What follows belongs to an exercise in optimizing a design on an open flow for small area, a short achievable clock period and few clock cycles; a production flow would make more cautious choices. At most, simulation tests tie the RTL to the original design; equivalence was not proved. No functional check of the RTL was part of runs 1 to 4. No activity file was given, so power comes from the tool's default toggle rates.

===== design.v =====
package rfsc_pkg;
	localparam logic [1:0] OP_TICK  = 2'd0;
	localparam logic [1:0] OP_PLAY  = 2'd1;
	localparam logic [1:0] OP_STOP  = 2'd2;
	localparam logic [1:0] OP_WRITE = 2'd3;
	localparam logic [1:0] EV_ACT        = 2'd0;
	localparam logic [1:0] EV_DEACT      = 2'd1;
	localparam logic [1:0] EV_NONE_FOUND = 2'd2;
endpackage
module round_filtered_step_chaser_core (
	input  logic        clk,
	input  logic        arst_n,
	input  logic        cfg_we,
	input  logic [4:0]  cfg_wdata,
	input  logic        s_tvalid,
	output logic        s_tready,
	input  logic [1:0]  s_tuser,
	input  logic [71:0] s_tdata,
	output logic        m_tvalid,
	input  logic        m_tready,
	output logic [1:0]  m_tuser,
	output logic [23:0] m_tdata,
	output logic        m_tlast
);
	localparam logic [14:0] RN_TOP = 15'h7fff;
	logic [15:0] t_dm  [16];   
	logic [14:0] t_lo  [16];
	logic [14:0] t_hi  [16];
	logic [1:0]  t_fl  [16];
	logic [3:0]  last_q;       
	logic        playing_q;
	logic        srch_q;       
	logic        stale_q;      
	logic        fin_q;        
	logic        dq_q;         
	logic [7:0]  cnt_q;        
	logic [16:0] el_q;
	logic        sat_q;        
	logic [17:0] rem_q;        
	logic        dfl_q;        
	logic [3:0]  cp_q;         
	logic [15:0] ch_q;
	logic [14:0] cr_q;
	logic        inc_q;        
	logic [14:0] clo_q;        
	logic [14:0] chi_q;
	logic        cact_q;
	logic [15:0] cdm_q;
	logic        cdfl_q;
	logic        ov_q;         
	logic [1:0]  ok_q;
	logic [3:0]  os_q;
	logic [14:0] or_q;
	logic        ol_q;
	logic        pv_q;         
	logic [3:0]  ps_q;         
	logic        accept;
	logic        op_tick, op_play, op_stop, op_write;
	assign s_tready = !srch_q && !stale_q && !pv_q && (!ov_q || m_tready);
	assign accept   = s_tvalid && s_tready;
	assign op_tick  = accept && (s_tuser == rfsc_pkg::OP_TICK);
	assign op_play  = accept && (s_tuser == rfsc_pkg::OP_PLAY);
	assign op_stop  = accept && (s_tuser == rfsc_pkg::OP_STOP);
	assign op_write = accept && (s_tuser == rfsc_pkg::OP_WRITE);
	logic [3:0]  w_idx;
	logic [15:0] w_dur, w_min, w_ex, w_max;
	logic [15:0] w_dm;
	logic [14:0] lo_m, hi_m, w_lo, w_hi;
	logic        ex_on, never;
	assign w_idx = s_tdata[3:0];
	assign w_dur = s_tdata[19:4];
	assign w_min = s_tdata[35:20];
	assign w_ex  = s_tdata[51:36];
	assign w_max = s_tdata[67:52];
	assign w_dm  = w_dur - 16'd1;
	assign lo_m  = w_min[15] ? 15'd0 : w_min[14:0];
	assign hi_m  = w_max[15] ? RN_TOP : w_max[14:0];
	assign ex_on = !w_ex[15];
	assign never = (w_max[15] && (w_max != 16'hffff)) || (w_ex[15] && (w_ex != 16'hffff)) ||
		(ex_on && ((w_ex[14:0] < lo_m) || (w_ex[14:0] > hi_m)));
	assign w_lo  = ex_on ? w_ex[14:0] : lo_m;
	assign w_hi  = never ? 15'd0 : (ex_on ? w_ex[14:0] : hi_m);
	always_ff @(posedge clk) begin
		for (int i = 0; i < 16; i++) begin
			if (op_write && (w_idx == 4'(i))) begin
				t_dm[i] <= w_dm;
				t_lo[i] <= w_lo;
				t_hi[i] <= w_hi;
				t_fl[i] <= s_tdata[69:68];
			end
		end
	end
	logic [15:0] below;      
	always_comb for (int i = 0; i < 16; i++) below[i] = 4'(i) < last_q;
	logic        hit;
	logic        wrap;
	logic [3:0]  np;
	logic [15:0] nh;           
	logic [14:0] nr;
	logic [3:0]  cur;          
	logic [14:0] rn;           
	assign hit  = (cr_q >= clo_q) && (cr_q <= chi_q);
	assign wrap = !(|(ch_q & below));
	assign np   = wrap ? 4'd0 : cp_q + 4'd1;
	assign nh   = {ch_q[14:0] & below[14:0], wrap};
	assign nr   = (wrap && (cr_q != RN_TOP)) ? cr_q + 15'd1 : cr_q;
	assign cur  = (cp_q == 4'd0) ? last_q : cp_q - 4'd1;
	assign rn   = inc_q ? cr_q - 15'd1 : cr_q;
	logic [14:0] n_lo, n_hi;
	logic        n_act;
	logic [15:0] n_dm;
	logic        n_dfl;
	always_comb begin
		n_lo  = '0;
		n_hi  = '0;
		n_act = 1'b0;
		n_dm  = '0;
		n_dfl = 1'b0;
		for (int i = 0; i < 16; i++) begin
			n_lo  = n_lo  | (t_lo[i] & {15{nh[i]}});
			n_hi  = n_hi  | (t_hi[i] & {15{nh[i]}});
			n_act = n_act | (t_fl[i][0] & nh[i]);
			n_dm  = n_dm  | (t_dm[i] & {16{nh[i]}});
			n_dfl = n_dfl | (t_fl[i][1] & nh[i]);
		end
	end
	logic        adv;
	logic        sat;
	logic        try_c;        
	logic        nf;           
	logic        to_first;     
	logic [16:0] el_adv;
	logic [17:0] rem_adv;
	logic [17:0] cdm_x;        
	assign sat      = sat_q;
	assign adv      = rem_q[17];
	assign el_adv   = ~rem_q[16:0] + {16'd0, !sat};
	assign cdm_x    = {{2{cdm_q == 16'hffff}}, cdm_q};
	logic [9:0]  ra_lo;
	logic [8:0]  ra_h0, ra_h1;
	assign ra_lo    = {1'b0, cdm_x[8:0]} + {1'b0, rem_q[8:0]} + {9'd0, sat};
	assign ra_h0    = cdm_x[17:9] + rem_q[17:9];
	assign ra_h1    = cdm_x[17:9] + rem_q[17:9] + 9'd1;
	assign rem_adv  = {ra_lo[9] ? ra_h1 : ra_h0, ra_lo[8:0]};
	assign try_c    = (srch_q && !fin_q) || (op_tick && playing_q && adv) || (op_play && !playing_q);
	assign nf       = srch_q && !fin_q && !hit && (cnt_q == 8'h80);
	assign to_first = (op_stop && playing_q) || fin_q;
	logic deact_ev;
	logic [3:0] old;
	assign deact_ev = srch_q ? dq_q : (op_tick && dfl_q);
	assign old      = srch_q ? ps_q : cur;
	always_ff @(posedge clk or negedge arst_n) begin
		if (!arst_n) begin
			last_q    <= 4'd0;
			playing_q <= 1'b0;
			srch_q    <= 1'b0;
			fin_q     <= 1'b0;
			stale_q   <= 1'b0;
			cp_q      <= 4'd0;
			ch_q      <= 16'd1;
			cr_q      <= 15'd1;
			ov_q      <= 1'b0;
			pv_q      <= 1'b0;
		end else begin
			if (cfg_we) begin
				if (cfg_wdata == 5'd0) last_q <= 4'd0;
				else if (cfg_wdata > 5'd16) last_q <= 4'd15;
				else last_q <= 4'(cfg_wdata - 5'd1);
			end
			if (ov_q && m_tready) begin
				ov_q <= pv_q;
				pv_q <= 1'b0;
			end
			if (op_play && !playing_q) playing_q <= 1'b1;
			if (op_stop && playing_q) begin
				playing_q <= 1'b0;
				if (dfl_q) ov_q <= 1'b1;
			end
			if (try_c) begin
				srch_q <= !hit;
				fin_q  <= nf;
				if (hit) begin
					if (cact_q || deact_ev) ov_q <= 1'b1;
					pv_q <= cact_q && deact_ev;
				end else if (nf) begin
					playing_q <= 1'b0;
					ov_q      <= 1'b1;
				end
			end
			stale_q <= op_write && (w_idx == cur) && playing_q;
			if (fin_q) begin
				srch_q <= 1'b0;
				fin_q  <= 1'b0;
			end
			if (to_first) begin
				cp_q <= 4'd0;
				ch_q <= 16'd1;
				cr_q <= 15'd1;
			end else if (try_c) begin
				cp_q <= np;
				ch_q <= nh;
				cr_q <= nr;
			end
		end
	end
	always_ff @(posedge clk) begin
		if (op_tick && playing_q) begin
			if (adv) begin
				el_q  <= el_adv;
				sat_q <= sat ? (rem_q[16:0] == 17'd0) : (rem_q[16:0] == 17'd1);
				rem_q <= rem_adv;
			end else begin
				el_q  <= el_q + 17'd1;
				sat_q <= el_q == 17'h1fffe;
				rem_q <= rem_q - 18'd1;
			end
		end
		if (op_play && !playing_q) begin
			el_q  <= 17'd0;
			sat_q <= 1'b0;
			rem_q <= cdm_x;
		end
		if (srch_q) rem_q <= cdm_x - {1'b0, el_q};
		if (stale_q) rem_q <= rem_q + ~{1'b0, el_q};
		if (op_write && (w_idx == cur)) begin
			rem_q <= {2'b00, w_dur};
			dfl_q <= s_tdata[69];
		end
		if (to_first) begin
			clo_q  <= t_lo[0];
			chi_q  <= t_hi[0];
			cact_q <= t_fl[0][0];
			cdm_q  <= t_dm[0];
			cdfl_q <= t_fl[0][1];
		end else if (try_c) begin
			clo_q  <= n_lo;
			chi_q  <= n_hi;
			cact_q <= n_act;
			cdm_q  <= n_dm;
			cdfl_q <= n_dfl;
			inc_q  <= wrap && (cr_q != RN_TOP);
		end else if (op_write && (w_idx == cp_q)) begin
			clo_q  <= w_lo;
			chi_q  <= w_hi;
			cact_q <= s_tdata[68];
			cdm_q  <= w_dm;
			cdfl_q <= s_tdata[69];
		end
		if (ov_q && m_tready) begin
			ok_q <= rfsc_pkg::EV_DEACT;
			os_q <= ps_q;
			ol_q <= 1'b1;
		end
		if (op_stop && playing_q) begin
			ok_q <= rfsc_pkg::EV_DEACT;
			os_q <= cur;
			or_q <= rn;
			ol_q <= 1'b1;
		end
		if (try_c) begin
			if (!srch_q) begin
				dq_q   <= op_tick && dfl_q;
				ps_q   <= cur;
				cnt_q  <= 8'h01;
			end else begin
				cnt_q  <= {cnt_q[6:0], cnt_q[7] ^ cnt_q[5] ^ cnt_q[4] ^ cnt_q[3]};
			end
			ok_q <= (cact_q || nf) ? {nf, 1'b0} : rfsc_pkg::EV_DEACT;
			os_q <= (cact_q || nf) ? cp_q : old;
			or_q <= cr_q;
			ol_q <= !(cact_q && deact_ev) || nf;
			dfl_q <= cdfl_q;
		end
	end
	assign m_tvalid = ov_q;
	assign m_tuser  = ok_q;
	assign m_tdata  = {5'd0, or_q, os_q};
	assign m_tlast  = ol_q;
endmodule

===== run.sh =====
#!/bin/bash
# synth_recipe.tcl (not shown) runs the flow's synth.tcl, then flattens the netlist and writes it again
# the make line also repeats each setting of config.mk as NAME=value (left out here)
make -C /OpenROAD-flow-scripts/flow DESIGN_CONFIG=/design/flow/config.mk WORK_HOME=/design/flow/orfs CLKGATE_MAP_FILE= SYNTH_SCRIPT=/design/flow/synth_recipe.tcl finish

===== constraint.sdc =====
create_clock -name core_clock -period 5.0 [get_ports {clk}]
set_input_delay 1.0000 -clock core_clock [delete_from_list [all_inputs] [get_ports {clk}]]
set_output_delay 1.0000 -clock core_clock [all_outputs]
set_load 0.01 [all_outputs]

===== config.mk =====
export PLATFORM = sky130hd
export DESIGN_NAME = round_filtered_step_chaser_core
export DESIGN_NICKNAME = round_filtered_step_chaser_core
export VERILOG_FILES = /design/flow/design.v
export SDC_FILE = /design/flow/constraint.sdc
export NUM_CORES = 4
export LEC_CHECK = 0
export CAP_MARGIN = 20
export CORE_MARGIN = 2
export CORE_UTILIZATION = 40
export SETUP_SLACK_MARGIN = 2.4
export SLEW_MARGIN = 20

==> flow_summary.toml, run 1 <==
[run_status]
status = "complete, no violations"

[global_route]
grt_max_degree = 66
antenna_found_initial = 7
grt_remaining_overflow = 0
grt_usage_pct = 25.0
grt_pass1_vias = 28100
grt_pass1_wl_um = 191000

[cells_and_area]
layout_common_cells = "edfxtp_1, buf_4, nand2_1"
final_nets = 3650
syn2layout_area_growth_pct = 29.7
final_common_cell = "edfxtp_1"
design_area_mm2 = 0.0530
drive_above_1_share_pct = 28.2

[power_and_ir_drop]
clkPwrFrac_pct = 23.0
power.leakage_nw = 18.9
pwr-share-comb_pct = 42.7
internal_power_mw = 19.0
powerDensity_mw_per_mm2 = 560
power.net_switching_mw = 10.7
power.share.sequential_pct = 34.3
vdd_drop_max_uv = 353
switching_share_pct = 36.1

[synth]
synthesis.area_mm2 = 0.0409
netlist-cell-type-count = 89
ys_seq_area_share_pct = 67.6
avgSynthCellArea_um2 = 13.8
synthTopCellsByArea = "edfxtp_1, ha_1, a222oi_1"
synth_flop_cell = "edfxtp_1"
synth-async-reset-ratio_pct = 4.72
synth_top_area_cell = "edfxtp_1"
ys_ff_latch = 933
yosys_warnings = 5
synth_edf_count = 869
synth_top_area_share_pct = 63.9
synth_cells = 2971

[setup_path]
crit_chain = "inv_2, fa_2, inv_2, fa_2, a21o_1, a21oi_2, o21bai_2, a2111oi_2, nor3_2, xnor2_1, a21oi_1, o311ai_2, a31oi_1"
cp-start-kind = "flop"
critPathBufInv = 2
critPathArrivalTime_ns = 3.54
endpoint_kind = "flop"
cp.required_ns = 5.40
cpMaxStageDelayCell = "edfxtp_1"
crit_fanout = 2
critPathMaxStageDelay_ns = 0.48
worstSetupPathType = "reg -> reg"
cp_top_family = "compound AO/OA/AOI/OAI gates"

[clock_tree]
cts_tree = "built"
htreeDepth = 3
clk_pin_slew_worst_paths_ns = 0.06
cts_hold_buf = 0
clock_path_buffers = 3
ctsRootBufferMaster = "clkbuf_16"
cts.sinks = 933
insertion_delay_ns = 0.67
cts_buffers = 92

[hold_path]
hp-class = "in -> async"

[placed_design]
preCtsSetupSlack_ns = 0.628
hpwlAfterDp_um = 70700
place_congestion = 0.850
place_area_mm2 = 0.0443
numPortBuffers = 105

[timing]
rsz0062_at_grt = "yes"
fmax_mhz = 318
period_minus_slack_ns = 3.15
layout_setup_ws_ns = 1.85
tightest_slew_ns = 0.902
report.final.slew_viol_count = 0
setup_viol = 0
timing.final.crit_share_pct = 62.9
max_slew_margin_pct = 39.9
fin_setup_tns_ns = 0
hold_viol = 0
skew_ns = 0.0226
holdWs_ns = 0.412

[detailed_routing]
vias_per_cell = 6.05
drt_iter0_markers = 4504
wl_um = 136000
final_antenna_net_count = 0
drc_errors = 0
drtPass1Iterations = 10
routedWlPerCell_um = 27.8
routed-via-count = 29600

[floorplan]
rows = 117
io_pins = 113
coreArea_mm2 = 0.102
start_util_pct = 40.2
fp.dieH_um = 324
die_w_um = 324
dieArea_mm2 = 0.105

[run]
max-cap-violations = 0
## flip-flops by register name, summed over array words and instances, names as in the netlist, 16 cells and up
| signal | count |
|---|---|
| cdm_q | 16 |
| el_q | 17 |
| rem_q | 18 |
| t_dm | 256 |
| t_fl | 32 |
| t_hi | 240 |
| t_lo | 240 |
## what timing repair did
| action | CTS | global route |
|---|---|---|
| endpoints found under the setup margin | 1369 | 649 |
| setup buffers | 183 | 79 |
| cloned | 36 | 9 |
| pin swaps | 176 | 152 |
| gates resized for setup | 641 | 232 |
| endpoints found under the hold margin | 0 | 0 |
## layout make-up
cell class,count,area (µm²)
antenna,1,2.50
clock buffer,113,2400
clock inverter,58,541
fill,8393,48600
inverter,103,405
multi-input combinational,1775,14500
sequential,933,27600
tap,1368,1710
timing repair buffer,534,5780
## per-stage QoR
stage / utilization (%) / power (mW) / cells
floorplan: - / 16.3 / 2975
global placement: 43.6 / 19.2 / 4406
detailed placement: 43.6 / 19.3 / 4406
CTS: 50.4 / 28.1 / 4796
global route: 52.2 / 30.9 / 4885
finish: 52.2 / 29.7 / 4885
## cell usage after synthesis (8+ instances only)
master and n:
nand2_1 210, edfxtp_1 869, a221o_1 8, and3_1 14, dfxtp_1 20, a222oi_1 144, o31ai_1 8, o21ai_0 145
nand4_1 64, a31oi_1 11, a21o_1 30, and2_1 15, a211o_1 19, nor3_1 61, buf_1 20, inv_1 102
or3_1 16, a22oi_1 98, a21oi_1 104, a211oi_1 36, o211ai_1 10, xor2_1 52, o21a_1 16, nor2_1 159
nand2b_1 33, mux2i_1 21, nor2b_1 17, ha_1 122, xnor2_1 71, a221oi_1 54, nand3_1 72, dfrtp_1 42
clkbuf_1 137, a22o_1 20, nor4_1 18
## kinds of logic after synthesis
| group | synth area share, % |
|---|---|
| flip-flops | 67.6 |
| AO/OA/AOI/OAI | 13.8 |
| AND/OR/NAND/NOR | 8.66 |
| buffers and inverters | 2.59 |
| adder cells (fa/ha/maj) | 4.03 |
| XOR/XNOR | 2.64 |
| multiplexers | 0.707 |
| other | 0.00918 |
## per-layer routing
metal  global-route usage [%]  vias to the layer above  routed length (µm)
li1                         -                    12800                   -
met1                     35.4                    14900               54000
met2                     40.5                     1672               63500
met3                     3.31                      249               14300
met4                     7.01                        4                3960
met5                        0                        -                  25
## power groups by stage
stage               clock [mW]  combinational (mW)  sequential [mW]
floorplan                    0                6.18             10.1
global placement             0                8.86             10.4
detailed placement           0                8.93             10.4
CTS                       6.87                11.0             10.2
global route              7.17                13.5             10.2
finish                    6.82                12.7             10.2
## final timing paths
path,from,end,slack (ns),cells after the start
min in group core_clock,el_q[6],el_q[6],0.49,2
worst max-delay path,cdm_q[0],rem_q[8],1.85,13
max in group asynchronous,arst_n,last_q[1],4.05,2
worst min-delay path,arst_n,cr_q[2],0.41,2
worst max register to register,cdm_q[0],rem_q[8],1.85,13
worst min register to register,el_q[6],el_q[6],0.49,2
==> inputs of run 2 (changes only) <==
--- a/config.mk
+++ b/config.mk
@@ -9,4 +9,5 @@
 export CORE_MARGIN = 2
 export CORE_UTILIZATION = 40
-export SETUP_SLACK_MARGIN = 2.4
+export CTS_BUF_LIST = sky130_fd_sc_hd__clkbuf_4 sky130_fd_sc_hd__clkbuf_8
+export SETUP_SLACK_MARGIN = 2.1
 export SLEW_MARGIN = 20
==> run 2 against run 1 <==
Still clean. Synthesized cell count unchanged. Via count down 3.3%. Wire length down 6.8%. Critical endpoint unchanged.
==> flow_summary.toml, run 2 <==
[run_status]
status = "complete, no violations"

[run]
max-cap-violations = 0

[synth]
yosys_warnings = 5
avgSynthCellArea_um2 = 13.8
synthesis.area_mm2 = 0.0409
synth_flop_cell = "edfxtp_1"
synth-async-reset-ratio_pct = 4.72
yosysMostFrequentCell = "edfxtp_1"
synth_edf_count = 869
netlist-cell-type-count = 89
ys_ff_latch = 933
synth_top_area_cell = "edfxtp_1"
ys_seq_area_share_pct = 67.6
synthTopCellsByArea = "edfxtp_1, ha_1, a222oi_1"
synth_cells = 2971
netlist_top_cells_count = "edfxtp_1, nand2_1, nor2_1"
synth_top_area_share_pct = 63.9

[power_and_ir_drop]
powerDensity_mw_per_mm2 = 553
power.share.sequential_pct = 37.1
power_mw = 27.5
internal_power_mw = 17.5
vdd_drop_max_uv = 399
pwr-share-comb_pct = 38.9
power.net_switching_mw = 9.98
switching_share_pct = 36.3
power.leakage_nw = 17.6
clkPwrFrac_pct = 24.1

[floorplan]
dieArea_mm2 = 0.105
fp.dieH_um = 324
io_pins = 113
die_w_um = 324
coreArea_mm2 = 0.102
rows = 117
start_util_pct = 40.2

[clock_tree]
cts_buffers = 152
clk_pin_slew_worst_paths_ns = 0.06
insertion_delay_ns = 0.86
clock_path_buffers = 3
ctsRootBufferMaster = "clkbuf_8"
cts_tree = "built"
cts.sinks = 933
htreeDepth = 4
cts_hold_buf = 0

[timing]
fmax_mhz = 320
timing.final.crit_share_pct = 62.5
setup_viol = 0
report.final.slew_viol_count = 0
tightest_slew_ns = 1.15
max_slew_margin_pct = 21.3
hold_viol = 0
rsz0062_at_grt = "yes"
skew_ns = 0.0477
period_minus_slack_ns = 3.13
fin_setup_tns_ns = 0

[detailed_routing]
drt_iter0_markers = 3855
wl_um = 127000
final_antenna_net_count = 0
drtPass1Iterations = 7
routed-via-count = 28600
vias_per_cell = 5.92
routedWlPerCell_um = 26.2
drc_errors = 0

[cells_and_area]
final_common_cell = "edfxtp_1"
layout_common_cells = "edfxtp_1, buf_4, nand2_1"
largest_reg_flops = 256
syn2layout_area_growth_pct = 21.8
design_area_mm2 = 0.0497
fin_util_pct = 49.0
top_regs = "t_dm x256, t_hi x240, t_lo x240"
drive_above_1_share_pct = 22.0
final_nets = 3556
regMostFlops = "t_dm"

[global_route]
grt_usage_pct = 23.4
antenna_found_initial = 6
grt_max_degree = 66
grt_pass1_wl_um = 180000
grt_pass1_vias = 27500
grt_remaining_overflow = 0

[placed_design]
place_area_mm2 = 0.0443
place_congestion = 0.850
numPortBuffers = 105
hpwlAfterDp_um = 70700

[setup_path]
crit_fanout = 2
worstSetupPathType = "reg -> reg"
critPathArrivalTime_ns = 3.69
cp.required_ns = 5.56
cp-start-kind = "flop"
endpoint_kind = "flop"

[hold_path]
hp-class = "in -> async"
## run 2: cell counts after synthesis
No cell type changed its count.
## run 2: per-layer routing
layer | vias up | global-route usage [%] | part of all wire, %
met5 | - | 0 | 0.020
met4 | 4 | 6.92 | 2.3
met3 | 213 | 4.53 | 10
met2 | 1508 | 37.6 | 47
met1 | 14300 | 32.4 | 40
li1 | 12600 | - | -
## run 2: worst max-delay path: stages (launching register included)
cell and delay (ns):
edfxtp_1 0.47, inv_2 0.11, fa_2 0.24, inv_2 0.05, fa_2 0.34, a21o_1 0.20, a21oi_2 0.17, o21bai_2 0.09
a2111oi_2 0.39, nor3_2 0.10, xnor2_1 0.16, a21oi_1 0.09, o311ai_2 0.32, a31oi_1 0.12
## run 2: area by class of cell
type	count	area, µm²
timing repair buffer	382	3620
sequential	933	27600
fill	8833	51800
inverter	103	399
tap	1368	1710
multi-input combinational	1773	13400
clock buffer	209	2540
antenna	3	7.51
clock inverter	61	479
## run 2: kinds of logic after synthesis
kind of cell / after synthesis / share of synthesized area (%)
flip-flops: 933 / 67.6
AO/OA/AOI/OAI: 762 / 13.8
AND/OR/NAND/NOR: 723 / 8.66
buffers and inverters: 272 / 2.59
adder cells (fa/ha/maj): 129 / 4.03
XOR/XNOR: 123 / 2.64
multiplexers: 28 / 0.707
other: 1 / 0.00918
## run 2: per-stage QoR
stage	hold slack (ns)	cells	worst slack, ns
final	0.239	4832	1.87
after global routing	0.265	4831	1.71
after CTS	0.218	4750	1.90
after detailed placement	0.480	4406	0.628
after global placement	0.468	4406	0.642
after floorplan	0.447	2975	0.645
## run 2: worst paths after layout
| check | from | endpoint | slack, ns | cells after the start |
|---|---|---|---|---|
| hold / removal | arst_n | cr_q[3] | 0.24 | 2 |
| setup / recovery | cdm_q[0] | rem_q[8] | 1.87 | 13 |
| hold reg to reg | el_q[6] | el_q[6] | 0.49 | 2 |
| max in group asynchronous | arst_n | last_q[1] | 4.19 | 2 |
| setup reg to reg | cdm_q[0] | rem_q[8] | 1.87 | 13 |
| min in group core_clock | el_q[6] | el_q[6] | 0.49 | 2 |
## run 2: power groups by stage
stage	registers [mW]	clock network [mW]	logic [mW]
4_1_cts	10.2	6.72	9.74
2_1_floorplan	10.1	0	6.18
3_5_place_dp	10.4	0	8.93
5_1_grt	10.2	7.04	11.6
6_report	10.2	6.62	10.7
3_3_place_gp	10.4	0	8.86
## run 2: what timing repair did
action,CTS,global route
cloned,6,3
gates resized for setup,209,145
pin swaps,53,71
buffers inserted,68,76
setup endpoints to repair,712,612
hold endpoints to repair,0,0
==> inputs of run 3 (changes only) <==
--- a/design.v
+++ b/design.v
@@ -32,4 +32,5 @@
 	logic        srch_q;       
 	logic        stale_q;      
+	logic        rdy_q;        
 	logic        fin_q;        
 	logic        dq_q;         
@@ -57,5 +58,5 @@
 	logic        accept;
 	logic        op_tick, op_play, op_stop, op_write;
-	assign s_tready = !srch_q && !stale_q && !pv_q && (!ov_q || m_tready);
+	assign s_tready = rdy_q && (!ov_q || m_tready);
 	assign accept   = s_tvalid && s_tready;
 	assign op_tick  = accept && (s_tuser == rfsc_pkg::OP_TICK);
@@ -156,4 +157,5 @@
 			srch_q    <= 1'b0;
 			fin_q     <= 1'b0;
+			rdy_q     <= 1'b1;
 			stale_q   <= 1'b0;
 			cp_q      <= 4'd0;
@@ -189,4 +191,7 @@
 			end
 			stale_q <= op_write && (w_idx == cur) && playing_q;
+			rdy_q   <= !(op_write && (w_idx == cur) && playing_q) &&
+				!(try_c ? !hit : (srch_q && !fin_q)) &&
+				!(try_c && hit ? (cact_q && deact_ev) : (pv_q && !(ov_q && m_tready)));
 			if (fin_q) begin
 				srch_q <= 1'b0;
@@ -221,6 +226,5 @@
 			rem_q <= cdm_x;
 		end
-		if (srch_q) rem_q <= cdm_x - {1'b0, el_q};
-		if (stale_q) rem_q <= rem_q + ~{1'b0, el_q};
+		if (srch_q || stale_q) rem_q <= (stale_q ? rem_q : cdm_x) + ~{1'b0, el_q} + {17'd0, !stale_q};
 		if (op_write && (w_idx == cur)) begin
 			rem_q <= {2'b00, w_dur};
==> run 3 against run 2 <==
Sequential cell count rose by 1. Clock power fell by 3%. Sequential share of layout area rose by 1.8 points. Synthesized area fell by 1.5%. Design area fell by 3.1%. Via count fell by 3.3%. Sequential power barely moved. Synthesized cell count fell by 3.8%. Global-route usage fell by 0.65 points. Still clean on timing, DRC and antenna. Count of clock-buffer cells in the layout rose by 5. Wire length fell by 4.8%. Register-to-register slack improved by 0.03 ns.
==> flow_summary.toml, run 3 <==
[detailed_routing]
routed-via-count = 27600
drt_iter0_markers = 3759
drtPass1Iterations = 6
wl_um = 120000
drc_errors = 0
vias_per_cell = 6.04
final_antenna_net_count = 0
routedWlPerCell_um = 26.3

[power_and_ir_drop]
power.net_switching_mw = 9.00
internal_power_mw = 16.9
switching_share_pct = 34.8
power.leakage_nw = 17.0
pwr-share-comb_pct = 35.5
powerDensity_mw_per_mm2 = 537
power.share.sequential_pct = 39.5
vdd_drop_max_uv = 369
clkPwrFrac_pct = 24.9

[timing]
setup_viol = 0
report.final.slew_viol_count = 0
tightest_slew_ns = 1.05
fin_setup_tns_ns = 0
skew_ns = 0.0294
timing.final.crit_share_pct = 62.0
hold_viol = 0
period_minus_slack_ns = 3.10
rsz0062_at_grt = "yes"
layout_setup_ws_ns = 1.90
fmax_mhz = 322
max_slew_margin_pct = 29.5

[cells_and_area]
drive_above_1_share_pct = 19.8
n_fill_cell = 8496
largest_reg_flops = 256
final_common_cell = "edfxtp_1"
syn2layout_area_growth_pct = 19.8
final_nets = 3363
layout_common_cells = "edfxtp_1, nand2_1, buf_4"
seqCellArea_mm2 = 0.0276
multi_input_area_mm2 = 0.0125
top_regs = "t_dm x256, t_hi x240, t_lo x240"
regMostFlops = "t_dm"
stdcell_count = 4580

[setup_path]
worstSetupPathType = "reg -> reg"
critPathArrivalTime_ns = 3.66
critPathCapture = "rem_q[10]"
crit_fanout = 5
cp-start-kind = "flop"
r2r-end = "rem_q[10]"
startpoint = "stale_q"
r2r_start = "stale_q"
endpoint_kind = "flop"
r2r_slack_ns = 1.90
rr_worst_depth = 12
cp.required_ns = 5.55

[synth]
yosysMostFrequentCell = "edfxtp_1"
avgSynthCellArea_um2 = 14.1
synth_cells = 2858
synthesis.area_mm2 = 0.0402
ys_ff_latch = 934
ys_seq_area_share_pct = 68.7
synth_top_area_cell = "edfxtp_1"
yosys_warnings = 5
synthTopCellsByArea = "edfxtp_1, a222oi_1, ha_1"
synth-async-reset-ratio_pct = 4.82
netlist_top_cells_count = "edfxtp_1, nand2_1, nor2_1"
synth_flop_cell = "edfxtp_1"
synth_edf_count = 869
netlist-cell-type-count = 83
synth_top_area_share_pct = 64.9

[clock_tree]
clk_pin_slew_worst_paths_ns = 0.06
cts_hold_buf = 0
cts.sinks = 934
clock_path_buffers = 3
insertion_delay_ns = 0.81
cts_tree = "built"
ctsRootBufferMaster = "clkbuf_8"
htreeDepth = 4
cts_buffers = 149

[global_route]
grt_max_degree = 93
grt_pass1_wl_um = 175000
antenna_found_initial = 5
grt_pass1_vias = 27300
grt_remaining_overflow = 0
grt_usage_pct = 22.8

[run_status]
status = "complete, no violations"

[floorplan]
start_util_pct = 40.3
fp.dieH_um = 321
rows = 116
dieArea_mm2 = 0.103
io_pins = 113
coreArea_mm2 = 0.0999
die_w_um = 321

[placed_design]
hpwlAfterDp_um = 68200
placed_cells = 4215
place_congestion = 0.872
numPortBuffers = 105
preCtsSetupSlack_ns = 0.440

[run]
max-cap-violations = 0

[hold_path]
hp-class = "in -> async"
==> run 3: through the flow <==
step	hold slack [ns]	total power, mW	cell area [µm²]	utilization (%)
final	0.287	25.9	48200	48.3
after global routing	0.309	27.1	48200	48.3
after CTS	0.239	25.4	47400	47.5
after detailed placement	0.490	18.2	43500	43.6
after global placement	0.488	18.0	43500	43.6
after floorplan	0.436	15.5	40400	-
==> run 3: cells by family after synthesis <==
logic type,after synthesis,synth area share (%)
AO/OA/AOI/OAI,746,13.8
other,1,0.00932
adder cells (fa/ha/maj),111,3.53
buffers and inverters,263,2.56
flip-flops,934,68.7
multiplexers,48,1.25
AND/OR/NAND/NOR,650,7.85
XOR/XNOR,105,2.29
==> run 3: power by group through the flow <==
| stage | logic (mW) | registers [mW] | clock network (mW) |
|---|---|---|---|
| 2_1_floorplan | 5.40 | 10.1 | 0 |
| 3_3_place_gp | 7.54 | 10.4 | 0 |
| 5_1_grt | 9.95 | 10.3 | 6.89 |
| 6_report | 9.19 | 10.2 | 6.45 |
| 3_5_place_dp | 7.72 | 10.4 | 0 |
| 4_1_cts | 8.61 | 10.2 | 6.56 |
==> run 3: final cells by class <==
cell class / count / share of cell area [%]
diodes: 2 / 0.0104
repair inverters: 1 / 0.0104
clock buffers: 214 / 5.33
flip-flops and latches: 934 / 57.4
multi-input cells: 1667 / 26.0
inverters: 97 / 0.766
clock inverters: 47 / 0.714
well taps: 1298 / 3.37
repair buffers: 320 / 6.40
==> run 3: critical path, cell delays in order (launching register included) <==
cell      delay (ns)
dfrtp_4         0.51
mux2i_2         0.17
fa_2            0.42
fa_2            0.36
nor2b_2         0.13
o31a_1          0.21
nor2b_2         0.07
o31ai_2         0.19
buf_4           0.19
xnor2_2         0.12
nor2_1          0.07
a311oi_1        0.32
o21ai_1         0.10
==> run 3: how the worst min path moves through the flow <==
| stage | from | to |
|---|---|---|
| finish | arst_n | cr_q[3] |
| global route | arst_n | cr_q[3] |
| CTS | arst_n | cr_q[3] |
| detailed placement | el_q[15] | el_q[15] |
| global placement | el_q[15] | el_q[15] |
| floorplan | fin_q | srch_q |
==> run 3: timing repair <==
item	in CTS	in global routing
pin swaps	31	30
gates cloned	5	7
gates resized for setup	119	116
setup buffers	59	31
setup endpoints to repair	649	796
==> run 3: layer usage <==
metal / vias up / GRT usage (%) / wire length, µm
li1: 12100 / - / -
met1: 13900 / 30.4 / 48200
met2: 1459 / 37.7 / 58500
met3: 203 / 4.35 / 10900
met4: 2 / 7.11 / 2760
met5: - / 0 / 20
==> inputs of run 4 (changes only) <==
--- a/config.mk
+++ b/config.mk
@@ -8,5 +8,5 @@
 export CAP_MARGIN = 20
 export CORE_MARGIN = 2
-export CORE_UTILIZATION = 40
+export CORE_UTILIZATION = 55
 export CTS_BUF_LIST = sky130_fd_sc_hd__clkbuf_4 sky130_fd_sc_hd__clkbuf_8
 export SETUP_SLACK_MARGIN = 2.1
==> run 4 against run 3 <==
Still clean on timing, DRC and antenna. Synthesized area is the same. Setup slack gained 0.0095 ns. Design area is essentially flat. Global-route usage grew 9.1 points. Maximum frequency grew 0.31%. Utilization grew 18 points. Count of clock-buffer cells in the layout shrank 6. Non-clock buffer count grew 32. First-iteration DRC count grew 1.7%. Critical path type unchanged.
==> flow_summary.toml, run 4 <==
[synth]
synth_cells = 2858
synth-async-reset-ratio_pct = 4.82
synth_top_family_by_area = "compound AO/OA/AOI/OAI gates"
synthTopCellsByArea = "edfxtp_1, a222oi_1, ha_1"
ys_seq_area_share_pct = 68.7
yosys.area_share.adder_pct = 3.53
synth_compound_area_share_pct = 13.8
netlist_top_cells_count = "edfxtp_1, nand2_1, nor2_1"
yosysMostFrequentCell = "edfxtp_1"
avgSynthCellArea_um2 = 14.1
yosys_warnings = 5
synthXorXnorAreaFrac_pct = 2.29
synth.area.mux_share_pct = 1.25
synth_top_area_cell = "edfxtp_1"
synth_top_area_share_pct = 64.9
synth_edf_count = 869
ys_ff_latch = 934
netlist-cell-type-count = 83
synthesis.area_mm2 = 0.0402
synthSimpleGateAreaFrac_pct = 7.85
synth_flop_cell = "edfxtp_1"

[detailed_routing]
drc_errors = 0
final_antenna_net_count = 0
vias_per_cell = 6.55
routedWlPerCell_um = 29.2
drt_iter0_markers = 3823
drtPass1Iterations = 9
wl_um = 125000
routed-via-count = 28000

[setup_path]
r2r_slack_ns = 1.91
r2r_start = "stale_q"
endpoint_kind = "flop"
critPathArrivalTime_ns = 3.65
r2r-end = "rem_q[14]"
cp-start-kind = "flop"
worstSetupPathType = "reg -> reg"
crit_fanout = 4
cp.required_ns = 5.56
rr_worst_depth = 11

[floorplan]
dieArea_mm2 = 0.0753
start_util_pct = 55.3
fp.dieH_um = 274
rows = 99
coreArea_mm2 = 0.0727
die_w_um = 274
io_pins = 113

[cells_and_area]
stdcell_count = 4271
largest_reg_flops = 256
fin_util_pct = 66.3
top_regs = "t_dm x256, t_hi x240, t_lo x240"
design_area_mm2 = 0.0482
final_nets = 3398
n_fill_cell = 5291
final_common_cell = "edfxtp_1"
multi_input_area_mm2 = 0.0127
drive_above_1_share_pct = 20.7
layout_common_cells = "edfxtp_1, nand2_1, buf_4"
regMostFlops = "t_dm"
syn2layout_area_growth_pct = 19.9
seqCellArea_mm2 = 0.0276

[global_route]
gr-max-usage-layer = "met2"
use_met3_pct = 5.60
grt_pass1_vias = 26700
grt_pass1_wl_um = 175000
grt_util_met2_pct = 50.9
antenna_found_initial = 3
grt_max_degree = 81
grt_usage_pct = 31.9
grt_remaining_overflow = 0
use_met1_pct = 44.9

[placed_design]
placed_cells = 3879
numPortBuffers = 105
preCtsSetupSlack_ns = 0.718
hpwlAfterDp_um = 69700
place_congestion = 0.879
place_area_mm2 = 0.0432

[power_and_ir_drop]
internal_power_mw = 16.8
powerDensity_mw_per_mm2 = 541
power.leakage_nw = 17.2
power_mw = 26.1
pwr-share-comb_pct = 35.5
power.share.sequential_pct = 39.6
power.net_switching_mw = 9.24
switching_share_pct = 35.4
vdd_drop_max_uv = 542
clkPwrFrac_pct = 24.9

[timing]
max_slew_margin_pct = 36.9
period_minus_slack_ns = 3.09
hold_viol = 0
rsz0062_at_grt = "yes"
layout_setup_ws_ns = 1.91
fin_setup_tns_ns = 0
tightest_slew_ns = 0.946
timing.final.crit_share_pct = 61.8
report.final.slew_viol_count = 0
fmax_mhz = 323
setup_viol = 0
holdWs_ns = 0.210
skew_ns = 0.0337

[clock_tree]
cts_tree = "built"
cts_hold_buf = 0
cts_buffers = 151
clk_pin_slew_worst_paths_ns = 0.06
cts.sinks = 934
ctsRootBufferMaster = "clkbuf_8"
insertion_delay_ns = 0.82
clock_path_buffers = 3
htreeDepth = 4

[run_status]
status = "complete, no violations"

[run]
max-cap-violations = 0

[hold_path]
hp-class = "in -> async"
==> run 4: cell count changes in the layout (fill, tap and decap cells not counted), moves of 4 or more <==
cell | previous run | this run
clkbuf_4 | 61 | 56
o21ai_2 | 7 | 2
nor2_4 | 19 | 28
clkdlybuf4s50_1 | 86 | 90
buf_12 | 19 | 27
nor2_1 | 123 | 113
buf_4 | 160 | 177
buf_8 | 0 | 4
inv_12 | 0 | 6
nand2_2 | 4 | 0
buf_2 | 2 | 6
==> run 4: final cells by class <==
class                           count  share of cell area [%]
Inverter                           97                   0.757
Sequential cell                   934                    57.3
Antenna cell                        1                 0.00519
Multi-Input combinational cell   1669                    26.3
Timing Repair Buffer              352                    7.08
Tap cell                          959                    2.49
Clock buffer                      208                    5.25
Clock inverter                     51                   0.856
==> run 4: how the worst max path moves through the flow <==
stage,from,end,slack [ns],depth (start not counted)
detailed placement,s_tdata[67],t_hi[14][14],0.72,13
global route,stale_q,rem_q[15],1.82,12
floorplan,s_tvalid,t_dm[0][0],1.47,6
global placement,s_tdata[67],t_hi[14][12],0.76,13
finish,stale_q,rem_q[14],1.91,11
CTS,rem_q[9],rem_q[17],1.92,10
==> run 4: cells by family after synthesis <==
kind of cell    Yosys count
compound gates          746
xor+xnor                105
fa+ha+maj               111
buf+inv                 263
flops                   934
mux                      48
other cells               1
simple gates            650
==> run 4: layer usage <==
layer / routed length (µm) / vias to the layer above
li1: - / 12100
met2: 58400 / 1547
met4: 3420 / 0
met5: 0 / -
met1: 50500 / 14100
met3: 12300 / 208
==> run 4: timing repair <==
item,in CTS,in global routing
setup buffers,55,58
gates cloned,2,17
setup endpoints to repair,792,611
resized for setup,94,149
hold endpoints to repair,0,0
pin swaps,33,32
==> run 4: power groups by stage <==
| stage | logic [mW] | clock network, mW | registers, mW |
|---|---|---|---|
| after floorplan | 5.40 | 0 | 10.1 |
| after global placement | 7.57 | 0 | 10.5 |
| after detailed placement | 7.72 | 0 | 10.5 |
| after CTS | 8.52 | 6.60 | 10.3 |
| after global routing | 10.0 | 6.93 | 10.4 |
| final | 9.26 | 6.50 | 10.3 |
==> run 4: worst max-delay path, stage by stage, from the launching register on <==
cell	delay [ns]
dfrtp_4	0.52
buf_4	0.16
fa_2	0.40
fa_2	0.39
nor2b_2	0.13
o31a_1	0.26
nor2b_4	0.08
o31ai_4	0.32
a31oi_4	0.17
o21bai_1	0.19
xnor2_1	0.15
o21ai_1	0.09
==> inputs of run 5 (changes only) <==
--- a/design.v
+++ b/design.v
@@ -92,6 +92,4 @@
 		end
 	end
-	logic [15:0] below;      
-	always_comb for (int i = 0; i < 16; i++) below[i] = 4'(i) < last_q;
 	logic        hit;
 	logic        wrap;
@@ -102,7 +100,7 @@
 	logic [14:0] rn;           
 	assign hit  = (cr_q >= clo_q) && (cr_q <= chi_q);
-	assign wrap = !(|(ch_q & below));
+	assign wrap = cp_q == last_q;     
 	assign np   = wrap ? 4'd0 : cp_q + 4'd1;
-	assign nh   = {ch_q[14:0] & below[14:0], wrap};
+	assign nh   = wrap ? 16'd1 : {ch_q[14:0], 1'b0};
 	assign nr   = (wrap && (cr_q != RN_TOP)) ? cr_q + 15'd1 : cr_q;
 	assign cur  = (cp_q == 4'd0) ? last_q : cp_q - 4'd1;
@@ -187,5 +185,4 @@
 				end else if (nf) begin
 					playing_q <= 1'b0;
-					ov_q      <= 1'b1;
 				end
 			end
@@ -195,4 +192,5 @@
 				!(try_c && hit ? (cact_q && deact_ev) : (pv_q && !(ov_q && m_tready)));
 			if (fin_q) begin
+				ov_q   <= 1'b1;
 				srch_q <= 1'b0;
 				fin_q  <= 1'b0;
@@ -256,4 +254,10 @@
 			ol_q <= 1'b1;
 		end
+		if (fin_q) begin
+			ok_q <= rfsc_pkg::EV_NONE_FOUND;
+			os_q <= cur;
+			or_q <= rn;
+			ol_q <= 1'b1;
+		end
 		if (op_stop && playing_q) begin
 			ok_q <= rfsc_pkg::EV_DEACT;
@@ -270,8 +274,8 @@
 				cnt_q  <= {cnt_q[6:0], cnt_q[7] ^ cnt_q[5] ^ cnt_q[4] ^ cnt_q[3]};
 			end
-			ok_q <= (cact_q || nf) ? {nf, 1'b0} : rfsc_pkg::EV_DEACT;
-			os_q <= (cact_q || nf) ? cp_q : old;
+			ok_q <= cact_q ? rfsc_pkg::EV_ACT : rfsc_pkg::EV_DEACT;
+			os_q <= cact_q ? cp_q : old;
 			or_q <= cr_q;
-			ol_q <= !(cact_q && deact_ev) || nf;
+			ol_q <= !(cact_q && deact_ev);
 			dfl_q <= cdfl_q;
 		end
--- a/config.mk
+++ b/config.mk
@@ -8,5 +8,5 @@
 export CAP_MARGIN = 20
 export CORE_MARGIN = 2
-export CORE_UTILIZATION = 55
+export CORE_UTILIZATION = 40
 export CTS_BUF_LIST = sky130_fd_sc_hd__clkbuf_4 sky130_fd_sc_hd__clkbuf_8
 export SETUP_SLACK_MARGIN = 2.1
==> run 5 against run 4 <==
Synthesized area rose by 1.2%. Sequential share of layout area decreased by 0.76 points. Non-clock buffer count is 48 lower. Sequential power grew 5%. First-iteration DRC count decreased by 14%. Largest cell class unchanged.
==> flow_summary.toml, run 5 <==
[placed_design]
hpwlAfterDp_um = 70900
numPortBuffers = 105
place_area_mm2 = 0.0443
place_congestion = 0.868
preCtsSetupSlack_ns = 0.558

[synth]
synth-async-reset-ratio_pct = 4.82
synth_top_area_cell = "edfxtp_1"
synthTopCellsByArea = "edfxtp_1, ha_1, a22oi_1"
ys_ff_latch = 934
synth_flop_cell = "edfxtp_1"
netlist-cell-type-count = 88
yosys_warnings = 5
synth_edf_count = 869
synthesis.area_mm2 = 0.0407
yosysMostFrequentCell = "edfxtp_1"
synth_compound_area_share_pct = 13.8
synthSimpleGateAreaFrac_pct = 8.61
synth_cells = 2985
ys_seq_area_share_pct = 67.9
synthXorXnorAreaFrac_pct = 2.34
synth_top_family_by_area = "compound AO/OA/AOI/OAI gates"
synth.area.mux_share_pct = 1.30
synth_top_area_share_pct = 64.1
yosys.area_share.adder_pct = 3.49
avgSynthCellArea_um2 = 13.6
netlist_top_cells_count = "edfxtp_1, nor2_1, nand2_1"

[hold_path]
hp-class = "in -> async"

[global_route]
grt_pass1_vias = 26800
grt_usage_pct = 23.5
grt_pass1_wl_um = 179000
grt_remaining_overflow = 0
grt_max_degree = 92
antenna_found_initial = 1

[cells_and_area]
syn2layout_area_growth_pct = 20.1
regMostFlops = "t_dm"
final_common_cell = "edfxtp_1"
top_regs = "t_dm x256, t_hi x240, t_lo x240"
design_area_mm2 = 0.0489
drive_above_1_share_pct = 18.8
layout_common_cells = "edfxtp_1, nand2_1, nor2_1"
final_nets = 3463
largest_reg_flops = 256

[floorplan]
fp.dieH_um = 323
io_pins = 113
coreArea_mm2 = 0.101
start_util_pct = 40.2
rows = 117
die_w_um = 323
dieArea_mm2 = 0.104

[timing]
layout_setup_ws_ns = 1.93
holdWs_ns = 0.318
max_slew_margin_pct = 27.1
timing.final.crit_share_pct = 61.3
setup_viol = 0
fmax_mhz = 326
rsz0062_at_grt = "yes"
report.final.slew_viol_count = 0
period_minus_slack_ns = 3.07
fin_setup_tns_ns = 0
tightest_slew_ns = 1.08
hold_viol = 0
skew_ns = 0.0288

[clock_tree]
cts.sinks = 934
ctsRootBufferMaster = "clkbuf_8"
clk_pin_slew_worst_paths_ns = 0.06
htreeDepth = 4
cts_buffers = 151
clock_path_buffers = 3
cts_tree = "built"
cts_hold_buf = 0
insertion_delay_ns = 0.82

[setup_path]
critPathArrivalTime_ns = 3.72
critPathBufInv = 3
cp.required_ns = 5.65
cp_top_family = "compound AO/OA/AOI/OAI gates"
critPathMaxStageDelay_ns = 0.48
worstSetupPathDepth = 13
cpMaxStageDelayCell = "dfrtp_2"
endpoint_kind = "flop"
cp-start-kind = "flop"
worstSetupPathType = "reg -> reg"
crit_fanout = 4
crit_chain = "buf_4, buf_6, fa_2, fa_2, nand2b_4, a21oi_4, o41ai_4, o21ai_2, buf_4, nand4_1, a211o_1, and3_4, o22ai_2"
rr_worst_depth = 13

[detailed_routing]
wl_um = 124000
routedWlPerCell_um = 26.1
vias_per_cell = 5.89
drc_errors = 0
drtPass1Iterations = 5
routed-via-count = 28000
final_antenna_net_count = 0
drt_iter0_markers = 3299

[run_status]
status = "complete, no violations"

[power_and_ir_drop]
powerDensity_mw_per_mm2 = 580
power.leakage_nw = 17.2
power_mw = 28.4
vdd_drop_max_uv = 364

[run]
max-cap-violations = 0
-- run 5: per-stage QoR --
stage,utilization [%],instances
floorplan,-,2989
global placement,43.7,4401
detailed placement,43.7,4402
CTS,47.6,4711
global route,48.3,4750
finish,48.3,4750
-- run 5: worst paths after layout --
| kind | start | endpoint | slack, ns |
|---|---|---|---|
| min in group core_clock | cdfl_q | dfl_q | 0.52 |
| worst min-delay path | arst_n | cr_q[1] | 0.32 |
| max in group asynchronous | arst_n | ch_q[6] | 4.13 |
| worst max register to register | stale_q | rem_q[12] | 1.93 |
| worst min register to register | cdfl_q | dfl_q | 0.52 |
| worst max-delay path | stale_q | rem_q[12] | 1.93 |
-- run 5: cells by family (layout without fill, tap and decap cells) --
kind of cell,count (synthesis),count (layout)
adder cells (fa/ha/maj),111,111
XOR/XNOR,108,108
multiplexers,50,50
flip-flops,934,934
AO/OA/AOI/OAI,790,790
other,1,7
buffers and inverters,269,660
AND/OR/NAND/NOR,722,722
-- run 5: report_power, final --
group	internal [mW]	leakage [nW]	switching, mW
combinational	4.70	6.82	6.42
sequential	9.63	8.81	1.13
clock	3.44	1.54	3.05
-- run 5: final cells by class --
cell class,instances,area (µm²)
Inverter,93,353
Clock inverter,50,330
Sequential cell,934,27700
Multi-Input combinational cell,1786,13000
Antenna cell,2,5.00
Tap cell,1368,1710
Timing Repair Buffer,304,3300
Clock buffer,213,2580
Fill cell,8842,52400
-- run 5: timing repair --
| action | 4_1_cts | 5_1_grt |
|---|---|---|
| setup buffers | 46 | 34 |
| pin swaps | 47 | 55 |
| endpoints found under the setup margin | 496 | 416 |
| gates cloned | 0 | 3 |
| resized for setup | 109 | 98 |
-- run 5: per-layer routing --
metal	wire, µm	track usage (%)	vias up	share of wire [%]
met5	0	0	-	0
met1	51500	32.3	14100	41
met3	11700	4.86	172	9.4
met2	58400	37.6	1384	47
li1	-	-	12300	-
met4	2620	6.90	0	2.1
Testbench counts of run 5, summed over its fixed seeds: cycles 11,059.
==> inputs of run 6 (changes only) <==
--- a/config.mk
+++ b/config.mk
@@ -9,5 +9,6 @@
 export CORE_MARGIN = 2
 export CORE_UTILIZATION = 40
-export CTS_BUF_LIST = sky130_fd_sc_hd__clkbuf_4 sky130_fd_sc_hd__clkbuf_8
+export CTS_CLUSTER_DIAMETER = 100
+export CTS_CLUSTER_SIZE = 30
 export SETUP_SLACK_MARGIN = 2.1
 export SLEW_MARGIN = 20
==> run 6 against run 5 <==
Synthesized area did not move. Sequential cell count did not move. Worst hold slack better by 0.18 ns. Sequential power about the same. Cell count fell by 3.2%. Synthesized cell count is the same. Largest power group unchanged. Highest routed layer unchanged.
==> flow_summary.toml, run 6 <==
[setup_path]
rr_worst_depth = 12
worstSetupPathType = "reg -> reg"
crit_fanout = 4
r2r_start = "stale_q"
endpoint_kind = "flop"
cp-start-kind = "flop"
critPathArrivalTime_ns = 3.51
cp.required_ns = 5.46
r2r-end = "rem_q[12]"
r2r_slack_ns = 1.95

[run_status]
status = "complete, no violations"

[detailed_routing]
drt_iter0_markers = 3321
top_layer = "met4"
vias_per_cell = 5.98
drc_errors = 0
wl_um = 123000
wl_met1_um = 52100
dr_wl_met2_um = 59300
wl_met3_um = 9970
routedWlPerCell_um = 26.8
routed-via-count = 27500
final_antenna_net_count = 0
drtPass1Iterations = 5

[clock_tree]
clock_path_buffers = 3
htreeDepth = 2
cts_buffers = 40
insertion_delay_ns = 0.62
cts_hold_buf = 0
ctsRootBufferMaster = "clkbuf_16"
cts.sinks = 934
clk_pin_slew_worst_paths_ns = 0.12
cts_tree = "built"

[timing]
timing.final.crit_share_pct = 60.9
rsz0062_at_grt = "yes"
skew_ns = 0.0348
layout_setup_ws_ns = 1.95
fmax_mhz = 328
report.final.slew_viol_count = 0
max_slew_margin_pct = 24.9
period_minus_slack_ns = 3.05
tightest_slew_ns = 1.11
holdWs_ns = 0.497
setup_viol = 0
fin_setup_tns_ns = 0
hold_viol = 0

[placed_design]
place_congestion = 0.868
hpwlAfterDp_um = 70900
place_area_mm2 = 0.0443
numPortBuffers = 105
preCtsSetupSlack_ns = 0.558

[hold_path]
hp-class = "in -> async"

[cells_and_area]
syn2layout_area_growth_pct = 17.9
drive_above_1_share_pct = 17.5
design_area_mm2 = 0.0480
layout_common_cells = "edfxtp_1, nand2_1, a22oi_1, buf_4, nor2_1"
final_nets = 3398
final_common_cell = "edfxtp_1"
largest_reg_flops = 256
top_regs = "t_dm x256, t_hi x240, t_lo x240"
regMostFlops = "t_dm"
n_fill_cell = 8883
diodes = 0

[synth]
synth_top_area_share_pct = 64.1
ys_ff_latch = 934
yosys_warnings = 5
avgSynthCellArea_um2 = 13.6
synth_cells = 2985
synth_top_area_cell = "edfxtp_1"
synthesis.area_mm2 = 0.0407
ys_seq_area_share_pct = 67.9
yosysMostFrequentCell = "edfxtp_1"
synth_edf_count = 869
netlist-cell-type-count = 88
synth_flop_cell = "edfxtp_1"
synthTopCellsByArea = "edfxtp_1, ha_1, a22oi_1"
netlist_top_cells_count = "edfxtp_1, nor2_1, nand2_1"
synth-async-reset-ratio_pct = 4.82

[global_route]
grt_usage_pct = 23.1
grt_pass1_vias = 26000
grt_remaining_overflow = 0
grt_pass1_wl_um = 178000
antenna_found_initial = 0
grt_max_degree = 92

[run]
max-cap-violations = 0

[floorplan]
rows = 117
die_w_um = 323
coreArea_mm2 = 0.101
dieArea_mm2 = 0.104
start_util_pct = 40.2
fp.dieH_um = 323
io_pins = 113

[power_and_ir_drop]
powerDensity_mw_per_mm2 = 547
power.leakage_nw = 16.4
power_mw = 26.2
vdd_drop_max_uv = 373
## run 6: changes by cell type in the layout (fill, tap and decap cells not counted), sizes merged
cell / before / now
dlymetal6s2s: 27 / 3
inv: 99 / 94
clkbuf: 218 / 72
clkinv: 37 / 4
diode: 2 / 0
dlygate4sd2: 13 / 20
bufbuf: 0 / 1
clkdlybuf4s15: 1 / 11
bufinv: 2 / 1
buf: 198 / 250
clkdlybuf4s50: 60 / 50
clkinvlp: 5 / 2
## run 6: how the worst max path moves through the flow
| stage | from | end | cells past startpoint |
|---|---|---|---|
| floorplan | m_tready | t_dm[0][0] | 5 |
| global placement | s_tdata[35] | t_hi[14][2] | 12 |
| detailed placement | s_tdata[35] | t_hi[14][2] | 12 |
| CTS | stale_q | rem_q[14] | 11 |
| global route | stale_q | rem_q[12] | 12 |
| finish | stale_q | rem_q[12] | 12 |
## run 6: report_power, final
part,switching [mW],internal [mW],total [mW]
sequential,1.12,9.61,10.7
clock,2.45,1.65,4.10
combinational,6.52,4.89,11.4
## run 6: cells by family after synthesis
group,count (synthesis),synth area share [%]
simple gates,722,8.61
other cells,1,0.00921
fa+ha+maj,111,3.49
compound gates,790,13.8
mux,50,1.30
xor+xnor,108,2.34
flops,934,67.9
buf+inv,269,2.59
## run 6: worst max-delay path: stages (launching register included)
cell      delay, ns
dfrtp_2        0.51
buf_6          0.15
fa_2           0.39
fa_2           0.37
nand2b_4       0.17
a21oi_4        0.17
o41ai_4        0.09
o21ai_2        0.22
buf_4          0.16
nand4_1        0.10
a211o_1        0.28
and3_4         0.17
o22ai_1        0.10
## run 6: final cells by class
| cell class | count | area [µm²] | share of cell area [%] |
|---|---|---|---|
| flip-flops and latches | 934 | 27700 | 57.6 |
| multi-input cells | 1786 | 13400 | 27.8 |
| well taps | 1368 | 1710 | 3.57 |
| repair buffers | 350 | 3670 | 7.64 |
| clock inverters | 8 | 168 | 0.349 |
| inverters | 93 | 357 | 0.743 |
| clock buffers | 57 | 1090 | 2.26 |
## run 6: stage by stage
step | util, % | cells
6_report | 47.4 | 4596
5_1_grt | 47.4 | 4596
4_1_cts | 46.7 | 4563
3_5_place_dp | 43.7 | 4402
3_3_place_gp | 43.7 | 4401
2_1_floorplan | - | 2989
## run 6: timing repair
action / CTS / global route
pin swaps: 74 / 57
resized for setup: 241 / 121
endpoints found under the setup margin: 819 / 400
setup buffers: 92 / 30
cloned: 4 / 3
## run 6: metal layers
layer	vias up	GRT usage, %
li1	12100	-
met1	14100	32.8
met2	1200	38.2
met3	122	3.10
met4	0	4.19
met5	-	0
==> inputs of run 7 (changes only) <==
--- a/config.mk
+++ b/config.mk
@@ -10,5 +10,5 @@
 export CORE_UTILIZATION = 40
 export CTS_CLUSTER_DIAMETER = 100
-export CTS_CLUSTER_SIZE = 30
+export CTS_CLUSTER_SIZE = 24
 export SETUP_SLACK_MARGIN = 2.1
 export SLEW_MARGIN = 20
==> run 7 against run 6 <==
Still clean. Setup slack improved by 0.021 ns. Total power rose by 0.46%. Sequential power barely moved. Die area did not move. Register-to-register slack improved by 0.02 ns. Worst hold slack got worse by 0.011 ns. Highest routed layer unchanged. Count of clock-buffer cells in the layout rose by 14. Largest cell class unchanged.
==> flow_summary.toml, run 7 <==
[run_status]
status = "complete, no violations"

[floorplan]
coreArea_mm2 = 0.101
dieArea_mm2 = 0.104
rows = 117
start_util_pct = 40.2
io_pins = 113
die_w_um = 323
fp.dieH_um = 323

[timing]
period_minus_slack_ns = 3.02
tightest_slew_ns = 1.14
fmax_mhz = 331
report.final.slew_viol_count = 0
skew_ns = 0.0526
max_slew_margin_pct = 23.1
fin_setup_tns_ns = 0
timing.final.crit_share_pct = 60.5
hold_viol = 0
rsz0062_at_grt = "yes"
setup_viol = 0

[synth]
ys_seq_area_share_pct = 67.9
synth_cells = 2985
synthSimpleGateAreaFrac_pct = 8.61
synthXorXnorAreaFrac_pct = 2.34
yosysMostFrequentCell = "edfxtp_1"
synth_edf_count = 869
yosys.area_share.adder_pct = 3.49
synth.area.mux_share_pct = 1.30
yosys_warnings = 5
ys_ff_latch = 934
netlist_top_cells_count = "edfxtp_1, nor2_1, nand2_1"
synth_top_family_by_area = "compound AO/OA/AOI/OAI gates"
synth_top_area_share_pct = 64.1
synth-async-reset-ratio_pct = 4.82
synth_compound_area_share_pct = 13.8
synthTopCellsByArea = "edfxtp_1, ha_1, a22oi_1"
synthesis.area_mm2 = 0.0407
netlist-cell-type-count = 88
avgSynthCellArea_um2 = 13.6
synth_top_area_cell = "edfxtp_1"
synth_flop_cell = "edfxtp_1"

[setup_path]
cpMaxStageDelayCell = "dfrtp_2"
critPathMaxStageDelay_ns = 0.50
rr_worst_depth = 12
critPathMostFrequentCell = "fa_2"
critPathArrivalTime_ns = 3.52
crit_chain = "buf_6, fa_2, fa_2, nand2b_4, a21oi_4, o41ai_4, o21ai_2, buf_4, nand4_1, a211o_1, and3_4, o22ai_1"
worstSetupPathDepth = 12
endpoint_kind = "flop"
critPathBufInv = 2
worstSetupPathType = "reg -> reg"
cp.required_ns = 5.49
cp_top_family = "compound AO/OA/AOI/OAI gates"
crit_fanout = 4
cp-start-kind = "flop"

[power_and_ir_drop]
power.leakage_nw = 16.4
powerDensity_mw_per_mm2 = 548
power_mw = 26.4
vdd_drop_max_uv = 364

[cells_and_area]
drive_above_1_share_pct = 17.3
fin_util_pct = 47.5
regMostFlops = "t_dm"
layout_common_cells = "edfxtp_1, nand2_1, nor2_1, a22oi_1, buf_4"
top_regs = "t_dm x256, t_hi x240, t_lo x240"
diodes = 0
final_common_cell = "edfxtp_1"
stdcell_count = 4607
largest_reg_flops = 256
syn2layout_area_growth_pct = 18.2
final_nets = 3403

[detailed_routing]
vias_per_cell = 6.01
final_antenna_net_count = 0
drtPass1Iterations = 9
drc_errors = 0
wl_um = 124000
routed-via-count = 27700
drt_iter0_markers = 3411
routedWlPerCell_um = 26.9

[global_route]
grt_max_degree = 92
grt_pass1_vias = 26100
antenna_found_initial = 0
grt_usage_pct = 23.2
grt_remaining_overflow = 0
grt_pass1_wl_um = 179000

[clock_tree]
htreeDepth = 2
cts_buffers = 46
cts.sinks = 934
clk_pin_slew_worst_paths_ns = 0.10
cts_tree = "built"
insertion_delay_ns = 0.64
clock_path_buffers = 3
ctsRootBufferMaster = "clkbuf_16"

[placed_design]
hpwlAfterDp_um = 70900
numPortBuffers = 105
place_congestion = 0.868
placed_cells = 4402

[hold_path]
hp-class = "in -> async"

[run]
max-cap-violations = 0
## run 7: cell count changes in the layout (fill, tap and decap cells not counted), sizes merged
cell and delta:
dlygate4sd2 +1, bufbuf +1, clkbuf +11, clkinv -2, dlymetal6s2s -1, clkinvlp +1
bufinv -1, clkdlybuf4s15 +1
## run 7: worst register-to-register path, delay by kind of cell (launching register included)
family | cells | cell delay (ns)
fa+ha+maj | 2 | 0.77
simple gates | 3 | 0.43
buf+inv | 2 | 0.31
flops | 1 | 0.50
compound gates | 5 | 0.86
## run 7: cell families (layout without fill, tap and decap cells)
kind of cell / Yosys count / after routing
AND/OR/NAND/NOR: 722 / 722
adder cells (fa/ha/maj): 111 / 111
XOR/XNOR: 108 / 108
buffers and inverters: 269 / 519
flip-flops: 934 / 934
other: 1 / 5
AO/OA/AOI/OAI: 790 / 790
multiplexers: 50 / 50
## run 7: cell type report
type	count	area, µm²
Tap cell	1368	1710
Timing Repair Buffer	349	3770
Sequential cell	934	27700
Multi-Input combinational cell	1786	13300
Inverter	93	357
Clock inverter	6	68.8
Fill cell	8869	53200
Clock buffer	71	1270
## run 7: stage by stage
stage | hold WS, ns | area [µm²] | setup slack, ns
after floorplan | 0.460 | 41000 | 1.44
after CTS | 0.501 | 47500 | 1.99
after global routing | 0.516 | 48100 | 1.83
after detailed placement | 0.503 | 44300 | 0.558
after global placement | 0.494 | 44200 | 0.602
final | 0.485 | 48100 | 1.98
## run 7: what timing repair did
item	CTS	global route
setup endpoints to repair	800	425
hold buffers	0	0
buffers inserted	92	27
pin swaps	80	44
gates cloned	6	3
resized for setup	242	109
## run 7: where the power goes
group / internal [mW] / switching [mW] / leakage (nW)
Clock: 1.79 / 2.46 / 0.637
Combinational: 4.87 / 6.50 / 6.99
Sequential: 9.61 / 1.13 / 8.81
## run 7: path summary, 6_finish.rpt
kind / slack (ns) / from / end
min in group core_clock: 0.52 / cdfl_q / dfl_q
max reg2reg: 1.98 / stale_q / rem_q[12]
min reg2reg: 0.52 / cdfl_q / dfl_q
max in group asynchronous: 3.96 / arst_n / ch_q[3]
max: 1.98 / stale_q / rem_q[12]
min: 0.49 / arst_n / cr_q[1]
## run 7: per-layer routing
| metal | vias up | track usage [%] | share of wire (%) |
|---|---|---|---|
| met5 | - | 0 | 0 |
| met3 | 141 | 3.78 | 9.3 |
| met2 | 1297 | 38.1 | 48 |
| met1 | 14100 | 32.6 | 41 |
| met4 | 0 | 4.70 | 1.9 |
| li1 | 12100 | - | - |
==> inputs of run 8 (changes only) <==
--- a/config.mk
+++ b/config.mk
@@ -11,4 +11,4 @@
 export CTS_CLUSTER_DIAMETER = 100
 export CTS_CLUSTER_SIZE = 24
-export SETUP_SLACK_MARGIN = 2.1
+export SETUP_SLACK_MARGIN = 1.8
 export SLEW_MARGIN = 20
==> run 8 against run 7 <==
Non-clock buffer count fell by 86. Clock skew increased by 0.0096 ns. Wire length fell by 2.1%. Sequential cell count did not move. Count of clock-buffer cells in the layout shrank 10. Die area did not move. Global-route usage decreased by 0.45 points. Utilization is 1.4 points lower. Synthesized cell count stayed put. First-iteration DRC count grew 3.6%. Total power is 3.3% lower. Register-to-register slack got worse by 0.18 ns. Critical path type unchanged. Critical endpoint is now rem_q[14]. Largest cell class unchanged. Largest power group is now sequential cells. Highest routed layer unchanged.
==> flow_summary.toml, run 8 <==
[setup_path]
critPathArrivalTime_ns = 3.60
startpoint = "stale_q"
rr_worst_depth = 13
endpoint_kind = "flop"
crit_fanout = 5
cp.required_ns = 5.40
worstSetupPathType = "reg -> reg"
r2r_slack_ns = 1.80
critPathCapture = "rem_q[14]"
r2r_start = "stale_q"
r2r-end = "rem_q[14]"
cp-start-kind = "flop"

[cells_and_area]
diodes = 0
final_nets = 3320
syn2layout_area_growth_pct = 14.8
layout_common_cells = "edfxtp_1, nand2_1, nor2_1"
largest_reg_flops = 256
regMostFlops = "t_dm"
final_common_cell = "edfxtp_1"
top_regs = "t_dm x256, t_hi x240, t_lo x240"
drive_above_1_share_pct = 12.2
design_area_mm2 = 0.0467

[placed_design]
place_area_mm2 = 0.0443
place_congestion = 0.883
hpwlAfterDp_um = 70200
numPortBuffers = 105
preCtsSetupSlack_ns = 0.462

[clock_tree]
clk_pin_slew_worst_paths_ns = 0.09
htreeDepth = 2
clock_path_buffers = 3
insertion_delay_ns = 0.66
cts_tree = "built"
cts_buffers = 48
cts.sinks = 934
ctsRootBufferMaster = "clkbuf_16"
cts_hold_buf = 0

[timing]
skew_ns = 0.0623
report.final.slew_viol_count = 0
fmax_mhz = 312
holdWs_ns = 0.456
timing.final.crit_share_pct = 64.0
layout_setup_ws_ns = 1.80
setup_viol = 0
fin_setup_tns_ns = 0
period_minus_slack_ns = 3.20
max_slew_margin_pct = 25.1
tightest_slew_ns = 1.11
hold_viol = 0
rsz0062_at_grt = "yes"

[floorplan]
start_util_pct = 40.2
fp.dieH_um = 323
io_pins = 113
die_w_um = 323
dieArea_mm2 = 0.104
coreArea_mm2 = 0.101
rows = 117

[synth]
synth_top_area_share_pct = 64.1
netlist-cell-type-count = 88
synthTopCellsByArea = "edfxtp_1, ha_1, a22oi_1"
synth_flop_cell = "edfxtp_1"
synth-async-reset-ratio_pct = 4.82
synthSimpleGateAreaFrac_pct = 8.61
netlist_top_cells_count = "edfxtp_1, nor2_1, nand2_1"
yosysMostFrequentCell = "edfxtp_1"
synth.area.mux_share_pct = 1.30
synthesis.area_mm2 = 0.0407
synth_edf_count = 869
synth_top_area_cell = "edfxtp_1"
yosys_warnings = 5
avgSynthCellArea_um2 = 13.6
ys_ff_latch = 934
ys_seq_area_share_pct = 67.9
synth_compound_area_share_pct = 13.8
synthXorXnorAreaFrac_pct = 2.34
yosys.area_share.adder_pct = 3.49
synth_cells = 2985
synth_top_family_by_area = "compound AO/OA/AOI/OAI gates"

[detailed_routing]
vias_per_cell = 6.00
routedWlPerCell_um = 26.9
drtPass1Iterations = 8
drt_iter0_markers = 3535
drc_errors = 0
routed-via-count = 27100
final_antenna_net_count = 0
wl_um = 121000

[global_route]
antenna_found_initial = 2
grt_pass1_vias = 25700
grt_max_degree = 77
grt_pass1_wl_um = 175000
grt_usage_pct = 22.8
grt_remaining_overflow = 0

[power_and_ir_drop]
powerDensity_mw_per_mm2 = 545
power.leakage_nw = 15.9
vdd_drop_max_uv = 309

[hold_path]
hp-class = "in -> async"

[run_status]
status = "complete, no violations"

[run]
max-cap-violations = 0
run 8: area by class of cell:
cell class,count,area [µm²]
clock buffer,61,1250
clock inverter,11,163
fill,8934,54600
inverter,93,353
multi-input combinational,1787,12700
sequential,934,27600
tap,1368,1710
timing repair buffer,263,2900
run 8: metal layers:
metal	vias up	wire length (µm)	global-route usage, %
li1	12000	-	-
met1	13700	50600	31.7
met2	1271	57400	37.2
met3	196	10000	3.17
met4	0	3480	6.70
met5	-	0	0
run 8: cells by family after synthesis:
group	count (synthesis)
AOI/OAI and AO/OA	790
xor gates and xnor gates	108
adders and majority gates	111
buffers and inverters	269
DFF	934
muxes	50
other	1
and+or+nand+nor	722
run 8: report_power, final:
part	total (mW)	internal (mW)	switching [mW]
sequential	10.8	9.60	1.18
clock	4.39	1.83	2.55
combinational	10.3	4.30	6.01
total	25.5	15.7	9.75
run 8: worst min path at each step:
stage	start	to	slack, ns	cells after the start
2_1_floorplan	el_q[6]	el_q[6]	0.46	2
3_3_place_gp	el_q[6]	el_q[6]	0.50	2
3_5_place_dp	el_q[6]	el_q[6]	0.51	2
4_1_cts	arst_n	cr_q[2]	0.46	2
5_1_grt	arst_n	cr_q[2]	0.50	2
6_report	arst_n	cr_q[2]	0.46	2
run 8: stage by stage:
step	power [mW]	utilization, %	cells
after CTS	25.2	45.7	4495
final	25.5	46.1	4517
after detailed placement	20.7	43.7	4393
after global placement	20.6	43.7	4393
after floorplan	17.2	-	2989
after global routing	26.9	46.1	4517
run 8: critical path, stage by stage, from the launching register on:
cell and delay, ns:
dfrtp_2 0.44, buf_12 0.15, buf_4 0.14, fa_2 0.40
fa_2 0.37, nand2b_4 0.17, a21oi_4 0.19, o41ai_4 0.09
o21ai_1 0.14, buf_4 0.15, a31oi_2 0.13, xnor2_1 0.15
a22o_1 0.18, a311o_1 0.27
run 8: what timing repair did:
| action | CTS | global route |
|---|---|---|
| setup buffers | 29 | 19 |
| endpoints found under the setup margin | 387 | 338 |
| pin swaps | 16 | 32 |
| resized for setup | 41 | 62 |
| cloned | 1 | 2 |

Re-timed with assumed drivers on the ports (clkbuf_16 on the clock, buf_2 on other inputs), run 8 has 1.799 ns of setup slack against 1.799 ns with ideal ports, and 1.173 ns once port delays also move by the mid clock arrival of 0.701 ns.
